This is an optimization exercise on Yosys and OpenROAD, whose aim is small area, not a production implementation. Function was checked by simulation only, so behaviour that the tests miss may differ from the original. Power is estimated from default activity; no workload was simulated.

### flow/config.mk
export PLATFORM = sky130hd
export DESIGN_NAME = gpr_file
export DESIGN_NICKNAME = gpr_file
export VERILOG_FILES = /design/flow/design.v
export SDC_FILE = /design/flow/constraint.sdc
export NUM_CORES = 4
export LEC_CHECK = 0
export CAP_MARGIN = 20
export CORE_MARGIN = 2
export CORE_UTILIZATION = 55
export SETUP_SLACK_MARGIN = 0.5
export SLEW_MARGIN = 20
export SYNTH_HIERARCHICAL = 1
### flow/constraint.sdc
create_clock -name core_clock -period 7.0 [get_ports {clk}]
set_input_delay 1.4000 -clock core_clock [delete_from_list [all_inputs] [get_ports {clk}]]
set_output_delay 1.4000 -clock core_clock [all_outputs]
set_load 0.01 [all_outputs]
### flow/design.v
package cpu_pkg;
   localparam int REG_W = 32;
   localparam int REG_N = 32;
   localparam logic [4:0] REG_ZERO = 5'd0;
   localparam logic [4:0] REG_GP = 5'd28;
   localparam logic [4:0] REG_SP = 5'd29;
   localparam logic [4:0] REG_RA = 5'd31;
   localparam logic [1:0] WB_ALU = 2'b00;
   localparam logic [1:0] WB_MEM = 2'b01;
   localparam logic [1:0] WB_PC4 = 2'b10;
endpackage
import cpu_pkg::*;
module gpr_aoi222 (
   input  logic a0, b0, a1, b1, a2, b2,
   output logic y
);
   assign y = ~((a0 & b0) | (a1 & b1) | (a2 & b2));
endmodule
module gpr_and2 (
   input  logic a, b,
   output logic y
);
   assign y = a & b;
endmodule
module gpr_and3 (
   input  logic a, b, c,
   output logic y
);
   assign y = a & b & c;
endmodule
module gpr_inv (
   input  logic a,
   output logic y
);
   assign y = ~a;
endmodule
module gpr_dec2e (
   input  logic [1:0] a,
   input  logic       en,
   output logic [3:0] y
);
   for (genvar i = 0; i < 4; i++) begin : g
      assign y[i] = en && a == 2'(i);
   end
endmodule
module gpr_dec2 (
   input  logic [1:0] a,
   output logic [3:0] y
);
   for (genvar i = 0; i < 4; i++) begin : g
      assign y[i] = a == 2'(i);
   end
endmodule
module gpr_dec3 (
   input  logic [2:0] a,
   output logic [7:0] y
);
   for (genvar i = 0; i < 8; i++) begin : g
      assign y[i] = a == 3'(i);
   end
endmodule
module gpr_nand2 (
   input  logic a, b,
   output logic y
);
   assign y = ~(a & b);
endmodule
module gpr_nand11 (
   input  logic [10:0] n,
   output logic y
);
   assign y = ~&n;
endmodule
module gpr_nand11c (
   input  logic [10:0] n,
   input  logic        c,
   output logic y
);
   assign y = ~&n | c;
endmodule
module gpr_rd_bit #(
   parameter bit HAS_C = 1'b0
) (
   input  logic [30:0] sel,
   input  logic [30:0] d,
   input  logic        c,
   output logic        y
);
   logic [10:0] n;
   for (genvar g = 0; g < 10; g++) begin : g_aoi
      gpr_aoi222 u (.a0(sel[3*g]), .b0(d[3*g]), .a1(sel[3*g+1]), .b1(d[3*g+1]),
                    .a2(sel[3*g+2]), .b2(d[3*g+2]), .y(n[g]));
   end
   gpr_nand2 u_n10 (.a(sel[30]), .b(d[30]), .y(n[10]));
   if (HAS_C) begin : g_c
      gpr_nand11c u_or (.n(n), .c(c), .y(y));
   end else begin : g_nc
      gpr_nand11 u_or (.n(n), .y(y));
   end
endmodule
module gpr_file
#(
   parameter logic [REG_W-1:0] SP_INIT = 32'h0000_2FFC,
   parameter logic [REG_W-1:0] GP_INIT = 32'h0000_1800,
   parameter logic [4:0] LINK_REG = REG_RA
) (
   input  logic             clk,
   input  logic             rst_n,
   input  logic [4:0]       rd_addr_a,
   input  logic [4:0]       rd_addr_b,
   output logic [REG_W-1:0] rd_data_a,
   output logic [REG_W-1:0] rd_data_b,
   input  logic             wr_en,
   input  logic             wr_link,
   input  logic [4:0]       wr_addr,
   input  logic [REG_W-1:0] wr_data,
   output logic             wr_ack,
   output logic [REG_N-1:0] dirty_mask
);
   logic [REG_W-1:0] regs [1:REG_N-1];
   logic [4:0] dest;
   logic we;
   logic [3:0] wlo;
   logic [7:0] whi;
   assign dest = wr_link ? LINK_REG : wr_addr;
   assign we = wr_en && (dest != REG_ZERO);
   gpr_dec2e u_wlo (.a(dest[1:0]), .en(wr_en), .y(wlo));
   gpr_dec3 u_whi (.a(dest[4:2]), .y(whi));
   logic [REG_N-1:1] dirty;
   logic [REG_N-1:1] wr;
   for (genvar r = 1; r < REG_N; r++) begin : g_reg
      logic [1:0] wh;
      for (genvar h = 0; h < 2; h++) begin : g_half
         gpr_and2 u_wr (.a(wlo[r%4]), .b(whi[r/4]), .y(wh[h]));
         always_ff @(posedge clk)
            if (wh[h]) regs[r][16*h +: 16] <= wr_data[16*h +: 16];
      end
      assign wr[r] = wh[0];
   end
   always_ff @(posedge clk or negedge rst_n)
      if (!rst_n) begin
         dirty <= '0;
         wr_ack <= 1'b0;
      end else begin
         dirty <= dirty | wr;
         wr_ack <= we;
      end
   assign dirty_mask = {dirty, 1'b0};
   logic [4:0] ra [2];
   logic [REG_W-1:0] rv [2];
   assign ra[0] = rd_addr_a;
   assign ra[1] = rd_addr_b;
   for (genvar p = 0; p < 2; p++) begin : g_rd
      logic [3:0] lo;
      logic [7:0] hi;
      logic [30:0] sel [2];
      logic gp_c, sp_c;
      gpr_dec2 u_lo (.a(ra[p][1:0]), .y(lo));
      gpr_dec3 u_hi (.a(ra[p][4:2]), .y(hi));
      for (genvar h = 0; h < 2; h++) begin : g_half
         for (genvar r = 1; r < REG_N; r++) begin : g_sel
            gpr_and3 u (.a(lo[r%4]), .b(hi[r/4]), .c(dirty[r]), .y(sel[h][r-1]));
         end
      end
      assign gp_c = lo[REG_GP%4] && hi[REG_GP/4] && !dirty[REG_GP];
      assign sp_c = lo[REG_SP%4] && hi[REG_SP/4] && !dirty[REG_SP];
      for (genvar b = 0; b < REG_W; b++) begin : g_bit
         logic [30:0] d;
         for (genvar r = 1; r < REG_N; r++) begin : g_d
            assign d[r-1] = regs[r][b];
         end
         localparam bit HAS_C = GP_INIT[b] | SP_INIT[b];
         logic c;
         if (GP_INIT[b] && SP_INIT[b]) begin : g_c2
            assign c = gp_c | sp_c;
         end else if (GP_INIT[b]) begin : g_cg
            assign c = gp_c;
         end else begin : g_cs
            assign c = sp_c;
         end
         gpr_rd_bit #(.HAS_C(HAS_C)) u_bit (.sel(sel[b/16]), .d(d), .c(c), .y(rv[p][b]));
      end
   end
   assign rd_data_a = rv[0];
   assign rd_data_b = rv[1];
endmodule
### flow/flow/run.sh
#!/bin/bash
# Standard ORFS layout (the standard.sh, standard synthesis unchanged) with two changes:
# ports are buffered with the smallest buffer cell, and clock tree synthesis uses fewer,
# larger sink clusters of clkbuf_8 and adds no dummy loads. Make's output goes to
# standard.log; each ORFS step logs under orfs/logs/.
set -euo pipefail
bash standard.sh \
  BUFFER_PORTS_ARGS="-inputs -outputs -buffer_cell sky130_fd_sc_hd__buf_1" \
  CTS_ARGS="-sink_clustering_enable -repair_clock_nets -dont_use_dummy_load -sink_clustering_size 16 -sink_clustering_max_diameter 80 -buf_list sky130_fd_sc_hd__clkbuf_8 -tree_buf sky130_fd_sc_hd__clkbuf_8 -root_buf sky130_fd_sc_hd__clkbuf_8" \
  finish > standard.log 2>&1
### flow/standard.sh
#!/bin/bash
# synth_recipe.tcl (not shown) runs the flow's synth.tcl, then flattens the netlist and writes it again
# the make line also repeats each setting of config.mk as NAME=value (left out here)
make -C /OpenROAD-flow-scripts/flow DESIGN_CONFIG=/design/flow/config.mk WORK_HOME=/design/flow/orfs CLKGATE_MAP_FILE= SYNTH_SCRIPT=/design/flow/synth_recipe.tcl "${@:-finish}"
==> impl_metrics.ini <==
[status]
status = timing/DRC/antenna clean

[cells_and_area]
area_delta_synth_final_pct = 7.75
nets = 2569
finalCoreUtilization_pct = 60.0
drive_above_1_share_pct = 6.28

[die]
fp.dieW_um = 276
io_pins = 148
core_sq_um = 73000
fp.dieH_um = 276
row_count = 99
initial_utilization_pct = 55.6
die-area_sq_um = 76000

[global_routing]
grt_pass1_wl_um = 199000
gr-total-overflow = 0
first_global_vias = 26800
antenna_found_initial = 10
grt_max_degree = 33
grt_use_total_pct = 37.2

[placed_design]
gp_congestion = 0.962
io_buffers = 146
dp_hpwl_um = 89100

[sta]
clock_skew_ns = 0
final_max_slew_viol_count = 0
max_slew_margin_pct = 18.8
fmax_mhz = 166
rsz0062_at_grt = false
worst_pin_slew_ns = 1.22
fin_crit_ns = 6.02
finalSetupTns_ns = 0
finalCritPeriodShare_pct = 86.1
setup_viol = 0
hold_viol = 0

[yosys]
synth_area_leader_cell = edfxtp_1
synth_edf_count = 992
yosys-top-cells-count = edfxtp_1 (992), a222oi_1 (640), nand4_1 (128)
ys_seq_elements = 1024
synthTopCellsByArea = edfxtp_1 (73%), a222oi_1 (16%), dfrtp_1 (2.0%)
yosysSeqAreaShare_pct = 75.4
synth_fp_nets = 2305
ys_warn_count = 14
synthCells = 2254
post-synth-top-count-cell = edfxtp_1
synth-async-reset-ratio_pct = 3.13
synth_top_area_share_pct = 73.4
ys_types = 27
syn_avg_cell_area_sq_um = 18.0
syn_area_sq_um = 40600
synth_flop_cell = edfxtp_1

[drt]
drt_iter0_drc = 7866
first_pass_iters = 14
wl_um = 144000
antenna_left = 0
vias_per_cell = 8.39
wl_per_cell_um = 41.4
vias = 29200
drc_errors = 0

[clock_tree]
cts_resized = 0
clkSinkCount = 1024
cts_tree = done
numCtsBuffers = 74
cts_setup_buffers = 0
clk_pin_slew_ns = 0.11
clockBufferDepth = 3
cts_hold_buf = 0
clkLatencyLatePin_ns = 0.68
clockRootBuffer = clkbuf_8
htree_levels = 3

[hold_path]
min-delay-start = dirty[23]$_DFF_PN0_
holdPathStages = 1
hold_end = dirty[23]$_DFF_PN0_
min_path_type = reg -> reg

[worst_setup_path]
path_class = in -> out
rrSetupSlack_ns = 6.07
cp_data_arrival_time_ns = 4.62
critPathLaunchType = primary input
worstReg2RegStart = dirty[28]$_DFF_PN0_
worst-path-max-fanout = 16
r2r_cells = 1
end_kind = output pin
crit_required_ns = 5.60
r2r_end = dirty[28]$_DFF_PN0_

[run]
cap_violations = 0

[power_and_ir_drop]
leakage_nw = 13.8
ir_drop_mv = 0.202
power_density_nw_per_um2 = 237
[flip-flops by register name, indices dropped and copies added (netlist names)]
signal / count
wr_ack: 1
regs: 992
dirty: 31
[layer usage]
metal  vias up  global-route usage [%]  share of wire, %
li1      11400                       -                 -
met1     14700                    50.6                34
met2      2683                    58.9                46
met3       374                    6.46                13
met4        12                    17.7               5.8
met5         -                       0             0.052
[cell usage in the layout (no fill, tap or decap), drive strengths merged]
master  netlist  routed
or4           1       1
nor3          3       3
nand3        40      40
and3b        13      13
nor3b        10      10
clkbuf        0      77
and2b         2       2
o21bai        2       2
dfrtp        32      32
o21a          1       1
nor2          4       4
edfxtp      992     992
nand4       128     128
and3        128     128
nand4b       24      24
nor2b         2       2
buf           1     186
or2          36      36
a222oi      640     640
nand2        66      66
or3          64      64
and2         64      64
diode         0       8
conb          1       1
[report_power, final]
| group | internal [W] | switching [W] | leakage (nW) |
|---|---|---|---|
| logic | 0.000169 | 0.000494 | 3.93 |
| registers | 0.00682 | 0.0000974 | 9.32 |
| clock network | 0.000953 | 0.00182 | 0.532 |
| total | 0.00794 | 0.00241 | 13.8 |
[per-module statistics from Yosys, one instance, submodules excluded, a selection]
| module | copies in the design | flops+latches | cells inside |
|---|---|---|---|
| gpr_and2 | 62 | 0 | 1 |
| gpr_dec3 | 3 | 0 | 8 |
| gpr_nand11 | 40 | 0 | 4 |
| gpr_dec2 | 2 | 0 | 4 |
| gpr_and3 | 124 | 0 | 1 |
| gpr_nand11c | 24 | 0 | 4 |
| gpr_aoi222 | 640 | 0 | 1 |
| gpr_file | 1 | 1024 | 1072 |
| gpr_nand2 | 64 | 0 | 1 |
| gpr_dec2e | 1 | 0 | 4 |
[worst max-delay path by stage]
stage | start | endpoint | cells past startpoint
floorplan | rd_addr_a[0] | rd_data_a[0] | 5
global placement | rd_addr_b[2] | rd_data_b[6] | 7
detailed placement | rd_addr_a[4] | rd_data_a[18] | 7
CTS | rd_addr_b[4] | rd_data_b[18] | 7
global route | rd_addr_b[4] | rd_data_b[18] | 7
finish | rd_addr_b[4] | rd_data_b[18] | 7
[per-stage QoR]
step / power, W / cells / hold slack [ns] / instance area (sq um) / worst slack [ns]
5_1_grt: 0.0106 / 3477 / 0.603 / 43700 / 0.869
4_1_cts: 0.0103 / 3473 / 0.564 / 43700 / 1.23
3_3_place_gp: 0.00767 / 3399 / 0.532 / 42600 / 1.13
6_report: 0.0103 / 3483 / 0.572 / 43700 / 0.976
2_1_floorplan: 0.00726 / 2254 / 0.552 / 40600 / 2.76
3_5_place_dp: 0.00769 / 3399 / 0.540 / 42700 / 1.23
[cell type report]
| cell class | count | area, sq um |
|---|---|---|
| Tap cell | 959 | 1200 |
| Fill cell | 5541 | 29200 |
| Sequential cell | 1024 | 30600 |
| Clock buffer | 74 | 1020 |
| Antenna cell | 8 | 20.0 |
| Timing Repair Buffer | 189 | 888 |
| Multi-Input combinational cell | 1229 | 10000 |
[critical path, cell delays in order]
cell	delay (ns)
buf_1	0.26
nor3b_1	0.92
and3_1	0.98
a222oi_1	0.28
nand4_1	0.31
or3_1	0.29
buf_1	0.18
[cell families after synthesis]
| family | count (synthesis) | synth area share [%] |
|---|---|---|
| AO/OA/AOI/OAI | 643 | 15.8 |
| flip-flops | 1024 | 75.4 |
| AND/OR/NAND/NOR | 585 | 8.78 |
| buffers and inverters | 1 | 0.0185 |
| other | 1 | 0.00924 |

## re-timing with driven ports
No port has a modelled driver above. Below, the same layout with a new extraction and two added sets of constraints.
Step 1 assumes that a clkbuf_16 drives the clock port and a buf_2 every other input.
Step 2, shift: input delay + t, output delay - t, t = (earliest + latest rising clock arrival at the registers) / 2. This alone moves slack from input paths to output paths.
a / b / c = no drivers / after step 1 / after step 2; a / b = the first two.
shift t [ns]: 0.774
setup slack, ns: 0.976 / 0.863 / 0.863
worst hold slack (ns): 0.572 / 0.572 / 0.572
slew at the worst register clock pin (ns): 0.11 / 0.11
worst data-port slew with drivers (ns): 0.14
After both steps this run still meets setup and hold. For this run, drivers alone change the setup slack by -0.113 ns; drivers and shift together by -0.113 ns.
